What follows belongs to an exercise in optimizing a design on an open flow for small area, a short achievable clock period and few clock cycles per item; a production flow would make more cautious choices.
At most, simulation tests tie the RTL to the original design; equivalence was not proved.
Function not checked in run 5: the RTL went through the layout flow alone.
Power and IR drop assume default switching activity.

<file path="design.v">
package wsm_pkg;
   localparam int CHAR_W = 8;
   localparam int CMD_W  = 2;
   localparam logic [CMD_W-1:0] CMD_CLEAR  = 2'd0;
   localparam logic [CMD_W-1:0] CMD_APPEND = 2'd1;
   localparam logic [CMD_W-1:0] CMD_TEXT   = 2'd2;
   localparam logic [CMD_W-1:0] CMD_FINISH = 2'd3;
   localparam logic [CHAR_W-1:0] WILD_ONE = 8'h3F;
   localparam logic [CHAR_W-1:0] WILD_RUN = 8'h2A;
   typedef struct packed {
      logic              valid;
      logic [CHAR_W-1:0] text;
      logic              left_new;
      logic              left_old;
   } wave_type;
endpackage
module wsm_cell (
   input  logic [wsm_pkg::CHAR_W-1:0] pat,
   input  logic [wsm_pkg::CHAR_W-1:0] text,
   output logic                       diag,
   output logic                       star
);
   assign diag = (pat == text) || (pat == wsm_pkg::WILD_ONE);
   assign star = (pat == wsm_pkg::WILD_RUN);
endmodule
module wildcard_string_matcher_core #(
   parameter int MAX_PATTERN = 64
) (
   input  logic        clock,
   input  logic        reset,
   input  logic        req_tvalid,
   output logic        req_tready,
   input  logic [7:0]  req_tdata,    
   input  logic [1:0]  req_tuser,    
   output logic        rsp_tvalid,
   input  logic        rsp_tready,
   output logic [7:0]  rsp_tdata     
);
   localparam int N     = MAX_PATTERN;
   localparam int NS    = N + 1;          
   localparam int LEN_W = $clog2(N + 1);
   localparam int POS_W = $clog2(NS);
   localparam int PW1   = POS_W + 1;
   localparam int QD    = 5;              
   localparam int GRP   = 8;              
   localparam int NG    = (NS + GRP - 1) / GRP;
   localparam int CNT_W = $clog2(QD + 1);
   localparam int KLVL  = 3;                           
   localparam int RUN_K = 1 << KLVL;                   
   localparam int SLOW_PASSES = (N + RUN_K - 3) / (RUN_K - 1);   
   localparam int SC_W  = $clog2(SLOW_PASSES + 1);
   localparam int RK_W  = $clog2(RUN_K + 1);
   localparam int W_SLOT = 0;             
   function automatic logic [POS_W-1:0] slot_add(input logic [POS_W-1:0] a,
                                                 input logic [POS_W-1:0] b);
      logic [POS_W:0] s;
      s = {1'b0, a} + {1'b0, b};
      if (s >= PW1'(NS)) begin
         s = s - PW1'(NS);
      end
      slot_add = s[POS_W-1:0];
   endfunction
   logic             rdy_ff;
   logic             accept;
   logic             acc_clr, acc_app, acc_txt, acc_fin;
   logic [LEN_W-1:0] len_ff;
   logic [POS_W-1:0] rnext_ff;      
   logic             seen_ff;       
   logic             ovf_ff;
   logic             full;
   logic             do_app;
   logic             text_star;
   logic [RK_W-1:0]  srun_ff;       
   logic             long_ff;       
   logic [SC_W-1:0]  slow_ff;       
   logic             slow;
   logic             tstar_ff;      
   logic             go_slow;
   logic             in_step;       
   assign req_tready = rdy_ff;
   assign accept     = req_tvalid && rdy_ff;
   assign acc_clr    = accept && (req_tuser == wsm_pkg::CMD_CLEAR);
   assign acc_app    = accept && (req_tuser == wsm_pkg::CMD_APPEND);
   assign acc_txt    = accept && (req_tuser == wsm_pkg::CMD_TEXT);
   assign acc_fin    = accept && (req_tuser == wsm_pkg::CMD_FINISH);
   assign full       = (len_ff == LEN_W'(N));
   assign do_app     = acc_app && !seen_ff && !full;
   assign text_star  = (req_tdata == wsm_pkg::WILD_RUN);
   assign slow       = (slow_ff != '0);
   assign go_slow    = acc_txt && long_ff;
   assign in_step    = (len_ff == '0) || (rnext_ff == POS_W'((W_SLOT + 1) % NS));
   logic [7:0]    pat_ff [NS];
   logic [NS-1:0] diag_in, star, sent;
   logic [NS-1:0] diag_nx, hold_nx;
   logic [NS-1:0] diag_ff, hold_ff;
   logic          txt_ff, fin_ff, pass_ff, rtxt_ff;
   logic          cmp_on, tsel;
   logic [NS-1:0] m_ff;
   logic [POS_W-1:0] sent_ff;       
   assign cmp_on   = acc_txt || slow;
   assign tsel     = acc_txt ? text_star : tstar_ff;
   genvar j;
   generate
      for (j = 0; j < NS; j++) begin : g_cell
         wsm_cell u_cell (
            .pat  (pat_ff[j]),
            .text (req_tdata),
            .diag (diag_in[j]),
            .star (star[j])
         );
         assign sent[j] = (sent_ff == POS_W'(j));
         if (j == W_SLOT) begin : g_wr
            assign diag_nx[j] = acc_txt ? (diag_in[j] && !sent[j]) : (do_app && text_star);
            assign hold_nx[j] = cmp_on ? (star[j] && !tsel && !sent[j]) : !do_app;
         end else begin : g_rd
            assign diag_nx[j] = acc_txt && diag_in[j] && !sent[j];
            assign hold_nx[j] = cmp_on ? (star[j] && !tsel && !sent[j]) : 1'b1;
         end
      end
   endgenerate
   always_ff @(posedge clock) begin
      for (int k = 0; k < NS; k++) begin
         if (k == W_SLOT) begin
            pat_ff[(k + 1) % NS] <= do_app ? req_tdata : pat_ff[k];
         end else begin
            pat_ff[(k + 1) % NS] <= pat_ff[k];
         end
         diag_ff[(k + 1) % NS] <= diag_nx[k];
         hold_ff[(k + 1) % NS] <= hold_nx[k];
      end
   end
   always_ff @(posedge clock) begin
      if (acc_txt) begin
         tstar_ff <= text_star;
      end
      if (reset) begin
         txt_ff  <= 1'b0;
         rtxt_ff <= 1'b0;
         pass_ff <= 1'b0;
         fin_ff  <= 1'b0;
         slow_ff <= '0;
      end else begin
         txt_ff  <= cmp_on;
         rtxt_ff <= (acc_txt && !long_ff) || (slow_ff == SC_W'(1));
         pass_ff <= slow;
         fin_ff  <= acc_fin;
         if (go_slow) begin
            slow_ff <= SC_W'(SLOW_PASSES);
         end else if (slow) begin
            slow_ff <= slow_ff - SC_W'(1);
         end
      end
   end
   always_ff @(posedge clock) begin
      if (len_ff == '0) begin
         sent_ff  <= POS_W'((W_SLOT + 2) % NS);
         rnext_ff <= POS_W'((W_SLOT + 2) % NS);
      end else begin
         sent_ff  <= slot_add(sent_ff, POS_W'(1));
         if (!do_app) begin
            rnext_ff <= slot_add(rnext_ff, POS_W'(1));
         end
      end
      if (reset || acc_clr) begin
         len_ff  <= '0;
         seen_ff <= 1'b0;
         ovf_ff  <= 1'b0;
         srun_ff <= '0;
         long_ff <= 1'b0;
      end else if (acc_app) begin
         if (!seen_ff) begin
            if (full) begin
               ovf_ff <= 1'b1;
            end else begin
               len_ff <= len_ff + LEN_W'(1);
               if (!text_star) begin
                  srun_ff <= '0;
               end else if (srun_ff == RK_W'(RUN_K - 1)) begin
                  long_ff <= 1'b1;
               end else begin
                  srun_ff <= srun_ff + RK_W'(1);
               end
            end
         end
      end else if (acc_txt) begin
         seen_ff <= 1'b1;
      end
   end
   logic [NS-1:0] new_row;
   always_comb begin
      logic [NS-1:0] gg, pp;
      logic [NS-1:0] g2, p2;
      for (int k = 0; k < NS; k++) begin
         gg[k] = (diag_ff[k] && m_ff[(k + 1) % NS]) || ((hold_ff[k] || pass_ff) && m_ff[k]);
         pp[k] = hold_ff[k] && txt_ff;
      end
      for (int l = 0; l < KLVL; l++) begin
         for (int k = 0; k < NS; k++) begin
            g2[k] = gg[k] || (pp[k] && gg[(k + (1 << l)) % NS]);
            p2[k] = pp[k] && pp[(k + (1 << l)) % NS];
         end
         gg = g2;
         pp = p2;
      end
      new_row = gg;
   end
   always_ff @(posedge clock) begin
      for (int k = 0; k < NS; k++) begin
         if ((k + 1) % NS == (W_SLOT + 2) % NS) begin
            m_ff[(k + 1) % NS] <= (do_app && len_ff == '0) ? 1'b1 : new_row[k];
         end else begin
            m_ff[(k + 1) % NS] <= new_row[k];
         end
      end
   end
   logic             rv_ff, sv_ff;
   logic [POS_W-1:0] rpos_ff;
   logic             rzero_ff, szero_ff;
   logic             rm0_ff, sm0_ff;
   logic             rovf_ff, sovf_ff;
   logic [POS_W-$clog2(GRP)-1:0] shi_ff;
   logic [NG-1:0]    sgrp_ff;
   logic             r_match;
   always_ff @(posedge clock) begin
      rpos_ff  <= rnext_ff;
      rzero_ff <= (len_ff == '0);
      rm0_ff   <= fin_ff && !seen_ff;
      rovf_ff  <= ovf_ff;
      for (int g = 0; g < NG; g++) begin
         sgrp_ff[g] <= 1'b0;
         for (int k = 0; k < GRP; k++) begin
            if (g * GRP + k < NS && rpos_ff[$clog2(GRP)-1:0] == k) begin
               sgrp_ff[g] <= m_ff[g * GRP + k];
            end
         end
      end
      shi_ff   <= rpos_ff[POS_W-1:$clog2(GRP)];
      szero_ff <= rzero_ff;
      sm0_ff   <= rm0_ff;
      sovf_ff  <= rovf_ff;
      if (reset) begin
         rv_ff <= 1'b0;
         sv_ff <= 1'b0;
      end else begin
         rv_ff <= rtxt_ff || fin_ff;
         sv_ff <= rv_ff;
      end
   end
   assign r_match = szero_ff ? sm0_ff : sgrp_ff[shi_ff];
   logic [QD-1:0] qv_ff;
   logic [1:0]    qd_ff [QD];
   logic [CNT_W-1:0] cnt_ff;
   logic          pop;
   assign pop = qv_ff[0] && rsp_tready;
   always_ff @(posedge clock) begin
      logic [QD:0] nv;
      logic [1:0]  nd [QD+1];
      for (int k = 0; k < QD; k++) begin
         nv[k] = qv_ff[k];
         nd[k] = qd_ff[k];
      end
      nv[QD] = 1'b0;
      nd[QD] = 2'b00;
      if (pop) begin
         for (int k = 0; k < QD; k++) begin
            nv[k] = nv[k+1];
            nd[k] = nd[k+1];
         end
      end
      for (int k = QD - 1; k >= 0; k--) begin
         if (sv_ff && !nv[k] && (k == 0 || nv[k-1])) begin
            nv[k] = 1'b1;
            nd[k] = {sovf_ff, r_match};
         end
      end
      for (int k = 0; k < QD; k++) begin
         qd_ff[k] <= nd[k];
      end
      if (reset) begin
         qv_ff <= '0;
      end else begin
         qv_ff <= nv[QD-1:0];
      end
   end
   always_ff @(posedge clock) begin
      logic             inc, room, no_stall;
      inc = acc_txt || acc_fin;
      if (inc && !pop) begin
         room = (cnt_ff <= CNT_W'(QD - 2));
      end else if (!inc && pop) begin
         room = 1'b1;
      end else begin
         room = (cnt_ff <= CNT_W'(QD - 1));
      end
      no_stall = seen_ff || full || in_step || acc_clr || acc_app || acc_txt;
      if (reset) begin
         cnt_ff <= '0;
         rdy_ff <= 1'b1;
      end else begin
         cnt_ff <= cnt_ff + CNT_W'(inc) - CNT_W'(pop);
         rdy_ff <= room && !go_slow && !(slow_ff > SC_W'(1)) && no_stall;
      end
   end
   assign rsp_tvalid = qv_ff[0];
   assign rsp_tdata  = {6'b0, qd_ff[0]};
endmodule
</file>
<file path="flow/run.sh">
#!/bin/bash
# The standard layout, with the port buffers that buffer_ports inserts made
# ordinary buffers (buf_4) instead of the cell it picks by default.
set -euo pipefail
export BUFFER_PORTS_ARGS="-buffer_cell sky130_fd_sc_hd__buf_4"
bash standard.sh > standard.log 2>&1
</file>
<file path="standard.sh">
#!/bin/bash
# synth_recipe.tcl (not shown) runs the flow's synth.tcl, then flattens the netlist and writes it again
# the make line also repeats each setting of config.mk as NAME=value (left out here)
make -C /OpenROAD-flow-scripts/flow DESIGN_CONFIG=/design/flow/config.mk WORK_HOME=/design/flow/orfs CLKGATE_MAP_FILE= SYNTH_SCRIPT=/design/flow/synth_recipe.tcl "${@:-finish}"
</file>
<file path="config.mk">
export PLATFORM = sky130hd
export DESIGN_NAME = wildcard_string_matcher_core
export DESIGN_NICKNAME = wildcard_string_matcher_core
export VERILOG_FILES = /design/flow/design.v
export SDC_FILE = /design/flow/constraint.sdc
export NUM_CORES = 4
export LEC_CHECK = 0
export CAP_MARGIN = 20
export CORE_MARGIN = 2
export CORE_UTILIZATION = 65
export CTS_BUF_LIST = sky130_fd_sc_hd__clkbuf_8
export CTS_CLUSTER_DIAMETER = 50
export CTS_CLUSTER_SIZE = 14
export SETUP_SLACK_MARGIN = 2.8
export SLEW_MARGIN = 20
</file>
<file path="constraint.sdc">
create_clock -name core_clock -period 5.0 [get_ports {clock}]
set_input_delay 1.0000 -clock core_clock [delete_from_list [all_inputs] [get_ports {clock}]]
set_output_delay 1.0000 -clock core_clock [all_outputs]
set_load 0.01 [all_outputs]
</file>
==> results.txt, run 1 <==
IO Pins=24; number of global-route vias before repair=22700; synth unique cells=74; DRC=0; Max Cap Viol=0; antenna violations before repair=1; Worst-Skew Late Latency=0.69 ns; Final Util=71.7%; Syn Inst Count=3118; fin crit period=2.19 ns; total congestion overflow=0; Yosys reg bits=799; layout cells sized above 1=8.56%; crit path cell chain=buf_6; Worst Path Class, Setup=reg2out; status=no timing/DRC/antenna violations; Yosys top cell by area=dfxtp_1; die area=0.0493 mm²; RSZ-0062 raised after global routing=yes; Critical Path End Type=output port; Total Neg Setup Slack=0 ns; final setup violation count=0; Filler cells=3525; Critical Path AT=1.19 ns; FF/Latch Area=0.0161 mm²; Fmax=457 MHz; via-per-instance ratio=6.18; Slew headroom=43.3%; Static Leak=11.9 nW; max layer used=met4; count of warnings emitted by yosys=23; CTS tree=built; synth-to-layout area growth=8.42%; average wire per standard cell=21.4 µm; design area=0.0335 mm²; Synth top area share=51.1%; Die H=222 µm; area occupied by multi-input gates=0.0144 mm²; Synth async-reset ratio=0%; HP Class=reg2reg; top-count cell post-synth=dfxtp_1; die width=222 µm; largest stage delay on the critical path=0.39 ns; Tcrit/Tclk final=43.8%; Final Hold Viols=0; Worst R2R Setup Slack=2.85 ns; clock-pin slew on the worst setup and hold paths=0.09 ns; Sw Ratio=29.7%; htree depth=3; pwr dens=390 mW/mm²; Clk pwr share=27.5%; pre-CTS setup slack=1.13 ns; largest net degree at the start of global routing=77; worst-margin pin slew=0.850 ns; n_diodes=0; Top delay family on crit path=flip-flops; Flop pwr share=57.8%; GRT Overall Usage=31.9%; Peak VDD IR=0.348 mV; Total Wirelength=80500 µm; Setup Skew=0.0351 ns; register area share after synthesis=52.0%; Final WS setup=2.81 ns; WP data required=4.00 ns; Int Power=0.00920 W; worst path bufs/invs=1; first-pass GRT wire length=126000 µm; fin. max-slew vios=0; core area=0.0468 mm²; CTS max path bufs=3; GPL Wtd Cong=0.922; DRT Pass-1 Iters=7; Mapped Area=0.0309 mm²; Critical Path Fanout Max=1; Initial Util=66.1%; ys flop type=dfxtp_1; routed wl met2=36400 µm; number of CTS-inserted buffers=70; fin nets=3164; Mean Syn Cell Area=9.92 µm²; Startpoint Class=register; crit path max-delay cell type=edfxtp_1; met3 routed WL=5890 µm; port buffer count=17; Metal-1 WL=35000 µm; total number of vias=23200; Psw=0.00389 W; EDFF count, synth=10; Post-DP HPWL=50900 µm; num rows=79; post-detailed-route count of antenna-violating nets=0; Commonest cells post-synth=789 x dfxtp_1, 526 x xnor2_1, 238 x nand2_1; synth top area cells=dfxtp_1 51%, xnor2_1 15%, nand4_1 4.1%; DP Area=0.0315 mm²; combinational share of power=14.7%; CTS root buf=clkbuf_8; clk sinks=799; initial drt markers=1670
layer usage:
| layer | vias to the layer above | global-route usage [%] |
|---|---|---|
| li1 | 11100 | - |
| met1 | 11200 | 42.5 |
| met2 | 803 | 50.9 |
| met3 | 210 | 6.71 |
| met4 | 0 | 12.8 |
| met5 | - | 0 |
through the flow:
| stage | hold WS [ns] | power, W | std cells |
|---|---|---|---|
| finish | 0.333 | 0.0131 | 3761 |
| CTS | 0.332 | 0.0130 | 3729 |
| floorplan | 0.310 | 0.00890 | 3123 |
| global placement | 0.311 | 0.00939 | 3620 |
| global route | 0.339 | 0.0136 | 3761 |
| detailed placement | 0.312 | 0.00944 | 3620 |
area by class of cell:
class / instances / share of cell area (%)
Sequential cell: 799 / 48.2
Inverter: 49 / 0.560
Timing Repair Buffer: 81 / 2.49
Multi-Input combinational cell: 2129 / 42.9
Clock inverter: 19 / 0.481
Tap cell: 607 / 2.27
Clock buffer: 77 / 3.16
worst paths after layout:
path | start | to | depth (start not counted)
setup reg to reg | sent_ff[2]$_SDFF_PP0_ | hold_ff[56]$_SDFF_PP1_ | 6
setup / recovery | qd_ff[0][0]$_DFFE_PP_ | rsp_tdata[0] | 1
hold / removal | rovf_ff$_DFF_P_ | sovf_ff$_DFF_P_ | 0
hold reg to reg | rovf_ff$_DFF_P_ | sovf_ff$_DFF_P_ | 0
state kept, by name, summed over array words and instances (netlist names), 4 cells and up:
signal and flops:
sent_ff 7, srun_ff 4, diag_ff 65, shi_ff 4, qd_ff 10, sgrp_ff 9, len_ff 7, rpos_ff 7
rnext_ff 7, slow_ff 4, hold_ff 65, pat_ff 520, m_ff 65, qv_ff 5
layout by cell type, fill, tap and decap left out, types with 6 or more instances in the layout:
| cell | instances |
|---|---|
| dfxtp_1 | 772 |
| xnor2_1 | 526 |
| nand2_1 | 222 |
| nand4_1 | 205 |
| nor2_1 | 183 |
| o21ai_0 | 150 |
| nand3_1 | 128 |
| clkbuf_8 | 77 |
| nor3_1 | 72 |
| a31oi_1 | 71 |
| o31ai_1 | 68 |
| o22a_1 | 65 |
| or4_1 | 62 |
| buf_4 | 57 |
| a21oi_1 | 52 |
| inv_1 | 51 |
| and3_1 | 47 |
| o21bai_1 | 31 |
| a41o_1 | 26 |
| mux2i_1 | 16 |
| ha_1 | 14 |
| dfxtp_4 | 13 |
| buf_12 | 12 |
| nand2_2 | 10 |
| or3_1 | 10 |
| xor2_1 | 10 |
| edfxtp_1 | 10 |
| mux2_2 | 9 |
| a21o_1 | 9 |
| nor2b_1 | 8 |
| o211ai_1 | 7 |
| a22o_1 | 6 |
| a211oi_1 | 6 |
| conb_1 | 6 |
| buf_6 | 6 |
power groups by stage:
stage	registers, W	logic (W)	clock network [W]
after floorplan	0.00741	0.00149	0
after global placement	0.00770	0.00169	0
after detailed placement	0.00770	0.00174	0
after CTS	0.00757	0.00178	0.00365
after global routing	0.00765	0.00210	0.00387
final	0.00757	0.00192	0.00359
cells by family (layout without fill, tap and decap cells):
logic type	count (synthesis)	after routing	share of synthesized area [%]
AND/OR/NAND/NOR	1008	1008	16.7
flip-flops	799	799	52.0
XOR/XNOR	536	536	15.2
AO/OA/AOI/OAI	530	531	11.6
buffers and inverters	196	226	2.63
multiplexers	28	28	1.03
adder cells (fa/ha/maj)	20	20	0.833
other	1	6	0.0121
timing repair:
item                       in CTS  in global routing
setup endpoints to repair     169                115
resized for setup              66                 40
buffers inserted               12                 31
gates cloned                    1                  1
hold buffers                    0                  0
pin swaps                       1                 12
Testbench counts, summed over its fixed seeds: cycles 9,989, items 5,396.
==> run 2: changes to the inputs <==
--- a/config.mk
+++ b/config.mk
@@ -12,4 +12,4 @@
 export CTS_CLUSTER_DIAMETER = 50
 export CTS_CLUSTER_SIZE = 14
-export SETUP_SLACK_MARGIN = 2.8
+export SETUP_SLACK_MARGIN = 2.9
 export SLEW_MARGIN = 20
==> run 2 against run 1 <==
  * Via count rose by 1.2%
  * Combinational power about the same
  * Die area did not move
  * Design area grew 0.62%
  * Setup slack worse by 0.020 ns
  * Core utilization is 0.44 points higher
==> results.txt, run 2 <==
Mean Syn Cell Area=9.92 µm²; Top delay family on crit path=flip-flops; port buffer count=17; die width=222 µm; initial drt markers=2153; Critical Path AT=1.21 ns; worst path bufs/invs=1; post-detailed-route count of antenna-violating nets=0; ys flop type=dfxtp_1; Max Cap Viol=0; Cells after DPL=3621; pwr dens=388 mW/mm²; Critical Path Fanout Max=1; first-pass GRT wire length=128000 µm; crit path max-delay cell type=edfxtp_1; Worst-Skew Late Latency=0.70 ns; fin crit period=2.21 ns; DRC=0; HP Class=reg2reg; GRT Overall Usage=32.7%; Mapped Area=0.0309 mm²; status=no timing/DRC/antenna violations; Synth async-reset ratio=0%; DRT Pass-1 Iters=8; max reg flops=520; Commonest cells post-synth=789 x dfxtp_1, 526 x xnor2_1, 238 x nand2_1; count of warnings emitted by yosys=23; CTS root buf=clkbuf_8; Die H=222 µm; Critical Path End Type=output port; via-per-instance ratio=6.25; layout cells sized above 1=9.28%; worst-margin pin slew=0.876 ns; IO Pins=24; Synth top area share=51.1%; Fmax=453 MHz; register area share after synthesis=52.0%; final non-filler cell total=3767; RSZ-0062 raised after global routing=yes; most frequent cells in the layout=772 x dfxtp_1, 525 x xnor2_1, 221 x nand2_1, 205 x nand4_1, 183 x nor2_1; Yosys top cell by area=dfxtp_1; total congestion overflow=0; Total Wirelength=81500 µm; clock-pin slew on the worst setup and hold paths=0.09 ns; die area=0.0493 mm²; htree depth=3; Worst R2R Setup Slack=2.85 ns; most common cell after layout, fill and taps aside=dfxtp_1; number of CTS-inserted buffers=71; Peak VDD IR=0.283 mV; Slew headroom=41.6%; Startpoint Class=register; synth-to-layout area growth=9.09%; num rows=79; GPL Wtd Cong=0.926; Syn Inst Count=3118; Initial Util=66.1%; average wire per standard cell=21.6 µm; total number of vias=23500; crit path cell chain=buf_4; synth unique cells=74; fin nets=3173; antenna violations before repair=0; Worst Path Class, Setup=reg2out; Static Leak=12.0 nW; fin. max-slew vios=0; number of global-route vias before repair=23000; clk sinks=799; core area=0.0468 mm²; Tcrit/Tclk final=44.2%; largest net degree at the start of global routing=66; Setup Skew=0.0282 ns; EDFF count, synth=10; WP data required=4.00 ns; final setup violation count=0; largest stage delay on the critical path=0.38 ns; Post-DP HPWL=51700 µm; Final Hold Viols=0; CTS tree=built; CTS max path bufs=3; synth top area cells=dfxtp_1 51%, xnor2_1 15%, nand4_1 4.1%; top-count cell post-synth=dfxtp_1; Total Neg Setup Slack=0 ns; Most flops, register=pat_ff; Yosys reg bits=799
## run 2: cells by family (layout without fill, tap and decap cells)
logic type,count (synthesis),in the layout,synth area share (%)
multiplexers,28,28,1.03
adder cells (fa/ha/maj),20,20,0.833
flip-flops,799,799,52.0
buffers and inverters,196,231,2.63
other,1,7,0.0121
AND/OR/NAND/NOR,1008,1008,16.7
AO/OA/AOI/OAI,530,531,11.6
XOR/XNOR,536,536,15.2
## run 2: path summary, 6_finish.rpt
check / from / cells past startpoint / to
worst min-delay path: rpos_ff[3]$_DFF_P_ / 0 / shi_ff[0]$_DFF_P_
worst max-delay path: qd_ff[0][1]$_DFFE_PP_ / 1 / rsp_tdata[1]
worst min register to register: rpos_ff[3]$_DFF_P_ / 0 / shi_ff[0]$_DFF_P_
worst max register to register: rnext_ff[0]$_SDFFE_PP0P_ / 8 / rnext_ff[3]$_SDFFE_PP0N_
## run 2: layout make-up
class                           instances  area [µm²]
Sequential cell                       799       16100
Multi-Input combinational cell       2129       14500
Fill cell                            3468       13000
Clock buffer                           77        1060
Timing Repair Buffer                   89         960
Tap cell                              607         759
Inverter                               49         191
Clock inverter                         16         140
Antenna cell                            1        2.50
## run 2: timing repair
action	CTS	global route
gates cloned	3	1
setup buffers	29	19
hold buffers	0	0
setup endpoints to repair	227	146
resized for setup	90	49
pin swaps	7	16
## run 2: power breakdown
part,total [W],switching [W],internal [W]
Combinational,0.00194,0.00112,0.000822
Clock,0.00358,0.00211,0.00147
Sequential,0.00758,0.000700,0.00688
## run 2: metrics by stage
step                utilization (%)  setup WS, ns  hold slack (ns)  power [W]  area [µm²]
global placement               67.5          1.64            0.312    0.00939       31500
CTS                            71.4          2.76            0.324     0.0130       33400
detailed placement             67.5          1.56            0.315    0.00945       31500
floorplan                         -          2.73            0.310    0.00892       31500
finish                         72.2          2.79            0.325     0.0131       33700
global route                   72.2          2.76            0.335     0.0136       33700
## run 2: metal layers
layer | global-route usage, % | routed length (µm) | vias up
met2 | 50.8 | 35900 | 852
met5 | 0 | 0 | -
met4 | 13.5 | 3360 | 0
li1 | - | - | 11100
met3 | 5.12 | 5650 | 203
met1 | 45.6 | 36600 | 11400
==> run 3: changes to the inputs <==
--- a/config.mk
+++ b/config.mk
@@ -9,7 +9,7 @@
 export CORE_MARGIN = 2
 export CORE_UTILIZATION = 65
-export CTS_BUF_LIST = sky130_fd_sc_hd__clkbuf_8
-export CTS_CLUSTER_DIAMETER = 50
-export CTS_CLUSTER_SIZE = 14
-export SETUP_SLACK_MARGIN = 2.9
+export CTS_BUF_LIST = sky130_fd_sc_hd__clkbuf_16
+export CTS_CLUSTER_DIAMETER = 80
+export CTS_CLUSTER_SIZE = 24
+export SETUP_SLACK_MARGIN = 2.8
 export SLEW_MARGIN = 20
==> run 3 against run 2 <==
  * Still clean
  * Power shrank 1.1%
  * Routed wire length shrank 2.5%
  * Sequential share of layout area grew 0.51 points
  * Setup slack lost 0.024 ns
  * Clock-buffer cell count shrank 36
  * Area after synthesis is the same
  * Hold slack gained 0.0086 ns
  * Non-clock buffer count shrank 12
  * Critical path type is now reg2reg
==> results.txt, run 3 <==
Total Neg Setup Slack=0 ns; Critical Path Fanout Max=6; Initial Util=66.1%; fin crit period=2.23 ns; min-delay src=rovf_ff$_DFF_P_; worst-margin pin slew=0.834 ns; crit path max-delay cell type=nor2b_1; Yosys reg bits=799; DRC=0; RSZ-0062 raised after global routing=yes; antenna violations before repair=1; final non-filler cell total=3707; Critical Path AT=2.70 ns; pwr dens=388 mW/mm²; total number of vias=22900; Synth async-reset ratio=0%; final setup violation count=0; num rows=79; layout cells sized above 1=7.20%; Max Cap Viol=0; HP Class=reg2reg; CTS root buf=clkbuf_16; Peak VDD IR=0.335 mV; top-count cell post-synth=dfxtp_1; Worst Path Class, Setup=reg2reg; post-detailed-route count of antenna-violating nets=0; CTS Hold Buffers Added=0; htree depth=2; most frequent cells in the layout=772 x dfxtp_1, 526 x xnor2_1, 222 x nand2_1, 205 x nand4_1, 182 x nor2_1; RR Startpoint=sent_ff[2]$_SDFF_PP0_; GPL Wtd Cong=0.922; Setup Skew=0.0146 ns; Synth top area share=51.1%; via-per-instance ratio=6.19; Yosys top cell by area=dfxtp_1; max reg flops=520; total congestion overflow=0; fin. max-slew vios=0; average wire per standard cell=21.4 µm; CTS max path bufs=3; Syn Inst Count=3118; Final Hold Viols=0; initial drt markers=1828; clk sinks=799; Cells after DPL=3620; ys flop type=dfxtp_1; Most flops, register=pat_ff; fin nets=3130; number of global-route vias before repair=22400; WP data required=5.47 ns; Startpoint Class=register; most common cell after layout, fill and taps aside=dfxtp_1; Static Leak=11.8 nW; Slew headroom=44.4%; port buffer count=17; core area=0.0468 mm²; largest stage delay on the critical path=0.53 ns; die width=222 µm; Mapped Area=0.0309 mm²; Die H=222 µm; Fmax=448 MHz; DRT Pass-1 Iters=6; largest net degree at the start of global routing=77; synth top area cells=dfxtp_1 51%, xnor2_1 15%, nand4_1 4.1%; die area=0.0493 mm²; Total Wirelength=79500 µm; clock-pin slew on the worst setup and hold paths=0.09 ns; register area share after synthesis=52.0%; Tcrit/Tclk final=44.7%; Worst-Skew Late Latency=0.60 ns; number of CTS-inserted buffers=39; EDFF count, synth=10; crit path cell chain=buf_4, nor2b_1, nand2_2, nor2_1, or4_1, o31ai_1; Post-DP HPWL=50900 µm; count of warnings emitted by yosys=23; CTS tree=built; status=no timing/DRC/antenna violations; Critical Path End Type=register; synth unique cells=74; crit path launch=sent_ff[2]$_SDFF_PP0_; Mean Syn Cell Area=9.92 µm²; first-pass GRT wire length=124000 µm; GRT Overall Usage=31.5%; Commonest cells post-synth=789 x dfxtp_1, 526 x xnor2_1, 238 x nand2_1; synth-to-layout area growth=7.90%; IO Pins=24
-- run 3: logic make-up after synthesis --
family / synth area share (%)
and+or+nand+nor: 16.7
DFF: 52.0
xor gates and xnor gates: 15.2
AOI/OAI and AO/OA: 11.6
buffers and inverters: 2.63
muxes: 1.03
adders and majority gates: 0.833
other: 0.0121
-- run 3: per-layer routing --
layer	part of all wire [%]	global-route usage, %	vias up
met2	46	50.9	726
met1	44	42.7	11000
met4	3.4	11.4	0
met5	0	0	-
li1	-	-	11000
met3	7.0	5.31	166
-- run 3: through the flow --
| step | cell area (µm²) | setup WS (ns) | util, % | total power, W | hold WS (ns) |
|---|---|---|---|---|---|
| after floorplan | 31300 | 2.73 | - | 0.00890 | 0.310 |
| after global placement | 31500 | 1.21 | 67.4 | 0.00939 | 0.311 |
| after detailed placement | 31500 | 1.13 | 67.4 | 0.00944 | 0.312 |
| after CTS | 32900 | 2.67 | 70.3 | 0.0128 | 0.333 |
| after global routing | 33400 | 2.75 | 71.4 | 0.0135 | 0.338 |
| final | 33400 | 2.77 | 71.4 | 0.0129 | 0.333 |
-- run 3: area by class of cell --
class,count,area [µm²]
Tap cell,607,759
Clock inverter,3,22.5
Inverter,49,188
Timing Repair Buffer,77,826
Clock buffer,41,1030
Multi-Input combinational cell,2130,14400
Sequential cell,799,16100
Fill cell,3536,13400
Antenna cell,1,2.50
-- run 3: final timing paths --
path	cells past startpoint	slack [ns]	to
setup / recovery	6	2.77	hold_ff[56]$_SDFF_PP1_
hold / removal	0	0.33	sovf_ff$_DFF_P_
setup reg to reg	6	2.77	hold_ff[56]$_SDFF_PP1_
hold reg to reg	0	0.33	sovf_ff$_DFF_P_
-- run 3: power by group --
part / switching [W] / internal (W) / total, W
Combinational: 0.00114 / 0.000807 / 0.00195
Clock: 0.00195 / 0.00148 / 0.00342
Sequential: 0.000701 / 0.00688 / 0.00758
Total: 0.00379 / 0.00916 / 0.0129
-- run 3: what timing repair did --
| item | CTS | global route |
|---|---|---|
| setup endpoints to repair | 170 | 116 |
| resized for setup | 59 | 48 |
| endpoints found under the hold margin | 0 | 0 |
| pin swaps | 2 | 12 |
| cloned | 1 | 2 |
| setup buffers | 9 | 30 |
-- run 3: worst max-delay path: cells and delay by family, from the launching register on --
kind	cells	cell delay (ns)
and+or+nand+nor	4	1.48
DFF	1	0.40
buffers and inverters	1	0.17
AOI/OAI and AO/OA	1	0.06
==> run 4: changes to the inputs <==
--- a/config.mk
+++ b/config.mk
@@ -9,7 +9,7 @@
 export CORE_MARGIN = 2
 export CORE_UTILIZATION = 65
-export CTS_BUF_LIST = sky130_fd_sc_hd__clkbuf_16
-export CTS_CLUSTER_DIAMETER = 80
-export CTS_CLUSTER_SIZE = 24
-export SETUP_SLACK_MARGIN = 2.8
+export CTS_BUF_LIST = sky130_fd_sc_hd__clkbuf_4 sky130_fd_sc_hd__clkbuf_8
+export CTS_CLUSTER_DIAMETER = 40
+export CTS_CLUSTER_SIZE = 10
+export SETUP_SLACK_MARGIN = 2.9
 export SLEW_MARGIN = 20
==> run 4 against run 3 <==
  * Combinational power rose by 4%
  * Critical path type is now reg2out
  * Clock power rose by 42%
  * Power rose by 11%
  * Register-to-register slack improved by 0.08 ns
  * Non-clock buffer count rose by 14
  * First-iteration DRC count rose by 20%
  * Clock-buffer cell count rose by 84
  * Core utilization rose by 2.6 points
  * Sequential share of layout area fell by 1.7 points
  * Flip-flop and latch count did not move
==> results.txt, run 4 <==
Psw=0.00428 W; Final WS setup=2.75 ns; Fmax=444 MHz; EDFF count, synth=10; most frequent cells in the layout=772 x dfxtp_1, 525 x xnor2_1, 221 x nand2_1, 205 x nand4_1, 183 x nor2_1; Worst-Skew Late Latency=0.73 ns; layout cells sized above 1=11.4%; post-synthesis simple-gate area fraction=16.7%; Max Cap Viol=0; post-synthesis mux area share=1.03%; Mean Syn Cell Area=9.92 µm²; most common cell after layout, fill and taps aside=dfxtp_1; Total Wirelength=83800 µm; largest stage delay on the critical path=0.38 ns; Synth top area share=51.1%; crit path launch=qd_ff[0][1]$_DFFE_PP_; Critical Path Fanout Max=1; total congestion overflow=0; CTS root buf=clkbuf_8; Die H=222 µm; Worst Path Class, Setup=reg2out; count of warnings emitted by yosys=23; total number of vias=24000; crit path cell chain=buf_4; Sw Ratio=29.7%; die width=222 µm; Peak VDD IR=0.390 mV; Top delay family on crit path=flip-flops; Flop pwr share=52.5%; Initial Util=66.1%; GRT Overall Usage=32.8%; Critical Path End Type=output port; GPL Wtd Cong=0.926; WP data required=4.00 ns; CTS max path bufs=3; pre-CTS setup slack=1.56 ns; Worst path depth=1; fin nets=3209; Cells after DPL=3621; synth top area cells=dfxtp_1 51%, xnor2_1 15%, nand4_1 4.1%; synth unique cells=74; final non-filler cell total=3838; status=no timing/DRC/antenna violations; largest family of logic cells by synthesized area=simple AND/OR/NAND/NOR gates; Startpoint Class=register; ys flop type=dfxtp_1; max reg flops=520; Slew headroom=40.9%; Clk pwr share=33.5%; Yosys top cell by area=dfxtp_1; antenna violations before repair=1; htree depth=3; number of CTS-inserted buffers=105; RR Startpoint=rnext_ff[1]$_SDFFE_PP1N_; via-per-instance ratio=6.25; final setup violation count=0; Worst R2R Path Depth=7; number of global-route vias before repair=23400; initial drt markers=2198; fin crit period=2.25 ns; Tcrit/Tclk final=45.0%; Critical Path AT=1.25 ns; Setup Skew=0.0192 ns; Most flops, register=pat_ff; first-pass GRT wire length=129000 µm; Static Leak=12.4 nW; Syn Inst Count=3118; Total Neg Setup Slack=0 ns; Synth async-reset ratio=0%; CTS tree=built; die area=0.0493 mm²; synth-to-layout area growth=11.8%; worst-margin pin slew=0.887 ns; Yosys reg bits=799; DRT Pass-1 Iters=6; combinational share of power=14.0%; Worst R2R Setup Slack=2.85 ns; worst path bufs/invs=1; register area share after synthesis=52.0%; top-count cell post-synth=dfxtp_1; Int Power=0.0101 W; post-detailed-route count of antenna-violating nets=0; Mapped Area=0.0309 mm²; Post-DP HPWL=51700 µm; clk sinks=799; Synth Area in Adders=0.833%; Commonest cells post-synth=789 x dfxtp_1, 526 x xnor2_1, 238 x nand2_1; Synth Area in Compound Gates=11.6%; IO Pins=24; pwr dens=417 mW/mm²; RSZ-0062 raised after global routing=yes; fin. max-slew vios=0; clock-pin slew on the worst setup and hold paths=0.07 ns; worst setup path end=rsp_tdata[1]; Final Util=73.9%; num rows=79; core area=0.0468 mm²; final hold slack=0.329 ns; HP Class=reg2reg; average wire per standard cell=21.8 µm; reg2reg end=rnext_ff[3]$_SDFFE_PP0N_; DRC=0; port buffer count=17; Final Hold Viols=0; crit path max-delay cell type=edfxtp_1; Post-Synth XOR/XNOR Area=15.2%; largest net degree at the start of global routing=67
## run 4: changes by cell type in the layout (fill, tap and decap cells not counted), moves of 5 or more
| cell | before | now |
|---|---|---|
| clkbuf_4 | 0 | 13 |
| clkinv_2 | 1 | 13 |
| buf_8 | 1 | 7 |
| clkbuf_8 | 0 | 112 |
| clkbuf_16 | 42 | 3 |
| clkinvlp_4 | 1 | 11 |
| buf_4 | 53 | 61 |
| inv_6 | 1 | 6 |
| bufinv_16 | 0 | 5 |
## run 4: what timing repair did
action,in CTS,in global routing
gates cloned,1,4
setup endpoints to repair,230,137
gates resized for setup,89,53
pin swaps,5,20
setup buffers,25,24
hold buffers,0,0
## run 4: cell type report
cell class | instances | area (µm²)
Clock inverter | 37 | 373
Antenna cell | 1 | 2.50
Inverter | 49 | 191
Tap cell | 607 | 759
Multi-Input combinational cell | 2129 | 14500
Sequential cell | 799 | 16200
Timing Repair Buffer | 91 | 967
Clock buffer | 125 | 1640
Fill cell | 3398 | 12200
## run 4: per-stage QoR
| step | area [µm²] | power, W |
|---|---|---|
| final | 34600 | 0.0144 |
| after global routing | 34600 | 0.0150 |
| after detailed placement | 31500 | 0.00945 |
| after global placement | 31500 | 0.00939 |
| after floorplan | 31500 | 0.00892 |
| after CTS | 34100 | 0.0143 |
## run 4: power groups by stage
| stage | combinational (W) | clock, W | sequential, W |
|---|---|---|---|
| floorplan | 0.00151 | 0 | 0.00741 |
| global placement | 0.00168 | 0 | 0.00771 |
| detailed placement | 0.00174 | 0 | 0.00772 |
| CTS | 0.00186 | 0.00487 | 0.00755 |
| global route | 0.00219 | 0.00514 | 0.00763 |
| finish | 0.00202 | 0.00484 | 0.00757 |
## run 4: routing by layer
layer,track usage (%),vias to the layer above,wire (µm)
li1,-,11200,-
met1,44.6,11600,36700
met2,51.1,994,36900
met3,6.04,234,6600
met4,14.3,0,3610
met5,0,-,0
## run 4: worst min path at each step
| stage | start | to | cells after the start |
|---|---|---|---|
| floorplan | rpos_ff[3]$_DFF_P_ | shi_ff[0]$_DFF_P_ | 0 |
| global placement | rovf_ff$_DFF_P_ | sovf_ff$_DFF_P_ | 0 |
| detailed placement | rpos_ff[5]$_DFF_P_ | shi_ff[2]$_DFF_P_ | 0 |
| CTS | rpos_ff[4]$_DFF_P_ | shi_ff[1]$_DFF_P_ | 0 |
| global route | rzero_ff$_DFF_P_ | szero_ff$_DFF_P_ | 0 |
| finish | rovf_ff$_DFF_P_ | sovf_ff$_DFF_P_ | 0 |
## run 4: cell families after synthesis
group | after synthesis
buffers and inverters | 196
AO/OA/AOI/OAI | 530
XOR/XNOR | 536
adder cells (fa/ha/maj) | 20
other | 1
flip-flops | 799
AND/OR/NAND/NOR | 1008
multiplexers | 28
==> run 5: changes to the inputs <==
--- a/design.v
+++ b/design.v
@@ -42,7 +42,5 @@
    localparam int POS_W = $clog2(NS);
    localparam int PW1   = POS_W + 1;
-   localparam int QD    = 5;              
-   localparam int GRP   = 8;              
-   localparam int NG    = (NS + GRP - 1) / GRP;
+   localparam int QD    = 4;              
    localparam int CNT_W = $clog2(QD + 1);
    localparam int KLVL  = 3;                           
@@ -214,11 +212,10 @@
       end
    end
-   logic             rv_ff, sv_ff;
+   logic             rv_ff;
    logic [POS_W-1:0] rpos_ff;
-   logic             rzero_ff, szero_ff;
-   logic             rm0_ff, sm0_ff;
-   logic             rovf_ff, sovf_ff;
-   logic [POS_W-$clog2(GRP)-1:0] shi_ff;
-   logic [NG-1:0]    sgrp_ff;
+   logic             rzero_ff;
+   logic             rm0_ff;
+   logic             rovf_ff;
+   logic [NS-1:0]    row_sel;
    logic             r_match;
    always_ff @(posedge clock) begin
@@ -227,25 +224,16 @@
       rm0_ff   <= fin_ff && !seen_ff;
       rovf_ff  <= ovf_ff;
-      for (int g = 0; g < NG; g++) begin
-         sgrp_ff[g] <= 1'b0;
-         for (int k = 0; k < GRP; k++) begin
-            if (g * GRP + k < NS && rpos_ff[$clog2(GRP)-1:0] == k) begin
-               sgrp_ff[g] <= m_ff[g * GRP + k];
-            end
-         end
-      end
-      shi_ff   <= rpos_ff[POS_W-1:$clog2(GRP)];
-      szero_ff <= rzero_ff;
-      sm0_ff   <= rm0_ff;
-      sovf_ff  <= rovf_ff;
       if (reset) begin
          rv_ff <= 1'b0;
-         sv_ff <= 1'b0;
       end else begin
          rv_ff <= rtxt_ff || fin_ff;
-         sv_ff <= rv_ff;
       end
    end
-   assign r_match = szero_ff ? sm0_ff : sgrp_ff[shi_ff];
+   always_comb begin
+      for (int k = 0; k < NS; k++) begin
+         row_sel[k] = (rpos_ff == POS_W'(k));
+      end
+   end
+   assign r_match = rzero_ff ? rm0_ff : |(row_sel & m_ff);
    logic [QD-1:0] qv_ff;
    logic [1:0]    qd_ff [QD];
@@ -269,7 +257,7 @@
       end
       for (int k = QD - 1; k >= 0; k--) begin
-         if (sv_ff && !nv[k] && (k == 0 || nv[k-1])) begin
+         if (rv_ff && !nv[k] && (k == 0 || nv[k-1])) begin
             nv[k] = 1'b1;
-            nd[k] = {sovf_ff, r_match};
+            nd[k] = {rovf_ff, r_match};
          end
       end
--- a/config.mk
+++ b/config.mk
@@ -9,7 +9,7 @@
 export CORE_MARGIN = 2
 export CORE_UTILIZATION = 65
-export CTS_BUF_LIST = sky130_fd_sc_hd__clkbuf_4 sky130_fd_sc_hd__clkbuf_8
-export CTS_CLUSTER_DIAMETER = 40
-export CTS_CLUSTER_SIZE = 10
+export CTS_BUF_LIST = sky130_fd_sc_hd__clkbuf_8
+export CTS_CLUSTER_DIAMETER = 50
+export CTS_CLUSTER_SIZE = 14
 export SETUP_SLACK_MARGIN = 2.9
 export SLEW_MARGIN = 20
==> run 5 against run 4 <==
  * Non-clock buffer count decreased by 11
  * Routed wire length down 8.9%
  * Core utilization is 2.4 points lower
  * Largest power group unchanged
  * Global-route usage decreased by 1.6 points
  * Largest cell class unchanged
  * Design area down 3.8%
  * Critical path type is now reg2reg
  * Combinational power decreased by 4%
  * Still clean on timing, DRC and antenna
==> results.txt, run 5 <==
area occupied by multi-input gates=0.0145 mm²; Syn Inst Count=3083; CTS root buf=clkbuf_8; post-detailed-route count of antenna-violating nets=0; num rows=79; Peak VDD IR=0.423 mV; Tcrit/Tclk final=47.5%; Filler cells=3489; DP Area=0.0311 mm²; Worst-Skew Late Latency=0.70 ns; Total Neg Setup Slack=0 ns; Commonest cells post-synth=771 x dfxtp_1, 527 x xnor2_1, 232 x nand2_1; synth top area cells=dfxtp_1 51%, xnor2_1 15%, nand4_1 4.2%; final hold slack=0.369 ns; status=no timing/DRC/antenna violations; FF/Latch Area=0.0157 mm²; average wire per standard cell=20.5 µm; Initial Util=65.6%; DRT Pass-1 Iters=5; Synth async-reset ratio=0%; total congestion overflow=0; RSZ-0062 raised after global routing=yes; Setup Skew=0.0257 ns; Critical Path AT=2.81 ns; CTS Hold Buffers Added=0; fin crit period=2.38 ns; Startpoint Class=register; htree depth=3; CTS max path bufs=3; number of global-route vias before repair=22200; most common cell after layout, fill and taps aside=dfxtp_1; synth-to-layout area growth=9.15%; design area=0.0333 mm²; n_diodes=0; Cells on Worst Hold Path=0; EDFF count, synth=8; GPL Wtd Cong=0.944; Synth top area share=50.7%; largest net degree at the start of global routing=74; Slew headroom=52.6%; via-per-instance ratio=6.12; Critical Path End Type=register; core area=0.0465 mm²; pwr dens=388 mW/mm²; antenna violations before repair=1; Worst Path Class, Setup=reg2reg; WP data required=5.43 ns; Pwr Total=0.0129 W; Yosys reg bits=779; register area share after synthesis=51.4%; IO Pins=24; Post-DP HPWL=50900 µm; port buffer count=17; Cells after DPL=3585; CTS tree=built; count of warnings emitted by yosys=9; die area=0.0486 mm²; top-count cell post-synth=dfxtp_1; Total Wirelength=76400 µm; Mean Syn Cell Area=9.88 µm²; synth unique cells=84; HP Class=reg2reg; Critical Path Fanout Max=8; Final Hold Viols=0; ys flop type=dfxtp_1; max reg flops=520; fin nets=3123; final setup violation count=0; Max Cap Viol=0; initial drt markers=1886; Fmax=421 MHz; Most flops, register=pat_ff; total number of vias=22800; most frequent cells in the layout=753 x dfxtp_1, 527 x xnor2_1, 218 x nand2_1, 205 x nand4_1, 168 x nor2_1; final non-filler cell total=3720; fin. max-slew vios=0; Static Leak=11.8 nW; clk sinks=779; Worst R2R Path Depth=8; DRC=0; Mapped Area=0.0305 mm²; die width=221 µm; clock-pin slew on the worst setup and hold paths=0.09 ns; layout cells sized above 1=9.32%; number of CTS-inserted buffers=69; worst-margin pin slew=0.710 ns; Yosys top cell by area=dfxtp_1; Die H=221 µm; first-pass GRT wire length=120000 µm; GRT Overall Usage=31.1%
run 5: cell types whose count changed after synthesis, moves of 6 or more:
| cell | delta |
|---|---|
| o21ai_0 | -30 |
| o31ai_1 | -13 |
| nand2_1 | -6 |
| nor3_1 | +6 |
| or4_1 | -9 |
| nor2_1 | -13 |
| o41ai_1 | +11 |
| o21ai_1 | +15 |
| or3_1 | +10 |
| dfxtp_1 | -18 |
| a22o_1 | -6 |
run 5: logic make-up (layout without fill, tap and decap cells):
kind of cell	count (synthesis)	count (layout)	synth area share (%)
flip-flops	779	779	51.4
XOR/XNOR	536	536	15.4
AND/OR/NAND/NOR	1001	1001	16.8
buffers and inverters	201	225	2.82
AO/OA/AOI/OAI	519	520	11.7
multiplexers	27	27	1.01
other	1	6	0.0123
adder cells (fa/ha/maj)	19	19	0.805
run 5: cell type report:
type / count / area share (%)
clock inverters: 18 / 0.572
clock buffers: 76 / 3.14
repair buffers: 80 / 2.63
well taps: 607 / 2.28
inverters: 51 / 0.594
multi-input cells: 2109 / 43.5
flip-flops and latches: 779 / 47.3
run 5: worst paths after layout:
kind	slack, ns	to	start
worst max register to register	2.62	qd_ff[0][0]$_DFFE_PP_	rpos_ff[2]$_DFF_P_
worst min register to register	0.37	pat_ff[63][7]$_DFF_P_	pat_ff[62][7]$_DFF_P_
worst min-delay path	0.37	pat_ff[63][7]$_DFF_P_	pat_ff[62][7]$_DFF_P_
worst max-delay path	2.62	qd_ff[0][0]$_DFFE_PP_	rpos_ff[2]$_DFF_P_
run 5: what timing repair did:
action	4_1_cts	5_1_grt
setup endpoints to repair	172	127
buffers inserted	26	13
gates resized for setup	78	63
cloned	2	0
endpoints found under the hold margin	0	0
pin swaps	12	9
run 5: critical path, cell delays in order (launching register included):
cell	delay [ns]
dfxtp_4	0.48
buf_12	0.15
mux4_2	0.48
and2_1	0.18
o32ai_2	0.17
a2111oi_2	0.14
a311oi_2	0.22
buf_4	0.22
a31oi_2	0.09
run 5: report_power, final:
part	total, W	internal, W	switching [W]
combinational	0.00193	0.000842	0.00109
clock	0.00361	0.00155	0.00206
sequential	0.00738	0.00670	0.000680
run 5: metrics by stage:
step	setup slack, ns	utilization, %
after global routing	2.57	71.6
after detailed placement	1.28	66.9
after global placement	1.39	66.9
after CTS	2.71	70.8
final	2.62	71.6
after floorplan	2.70	-
run 5: per-layer routing:
layer | GRT usage [%] | share of wire [%] | up-vias
met5 | 0 | 0 | -
met3 | 5.28 | 5.6 | 150
li1 | - | - | 11000
met4 | 11.1 | 3.3 | 0
met2 | 50.9 | 46 | 680
met1 | 41.8 | 45 | 11000

static timing again, ports no longer ideal:
The flow's constraints put no driver on any port. The routed layouts listed below were extracted and timed again, unchanged, in two steps.
Step 1, drivers: a clkbuf_16 drives clock and a buf_2 each remaining input, both assumed.
Step 2, shift: input delay + t, output delay - t, t = (earliest + latest rising clock arrival at the registers) / 2. This alone moves slack from input paths to output paths.
a / b / c = ideal ports / drivers / drivers and shift; a / b = the first two.
run | t (ns) | setup slack, ns | worst setup path at the end | latest minus earliest clock arrival (ns) | worst data-port slew with drivers (ns)
run 1 | 0.730 | 2.812 / 2.757 / 2.131 | input to register | 0.041 / 0.041 | 0.04
run 2 | 0.742 | 2.791 / 2.735 / 2.229 | input to register | 0.034 / 0.034 | 0.07
run 3 | 0.651 | 2.767 / 2.767 / 2.219 | input to register | 0.021 / 0.021 | 0.05
run 4 | 0.779 | 2.749 / 2.692 / 2.126 | input to register | 0.024 / 0.024 | 0.08
run 5 | 0.736 | 2.624 / 2.624 / 2.273 | input to register | 0.028 / 0.029 | 0.04
After both steps setup and hold are still met in every run listed. For run 1, which loses most, drivers alone change the setup slack by -0.055 ns; drivers and shift together by -0.681 ns.
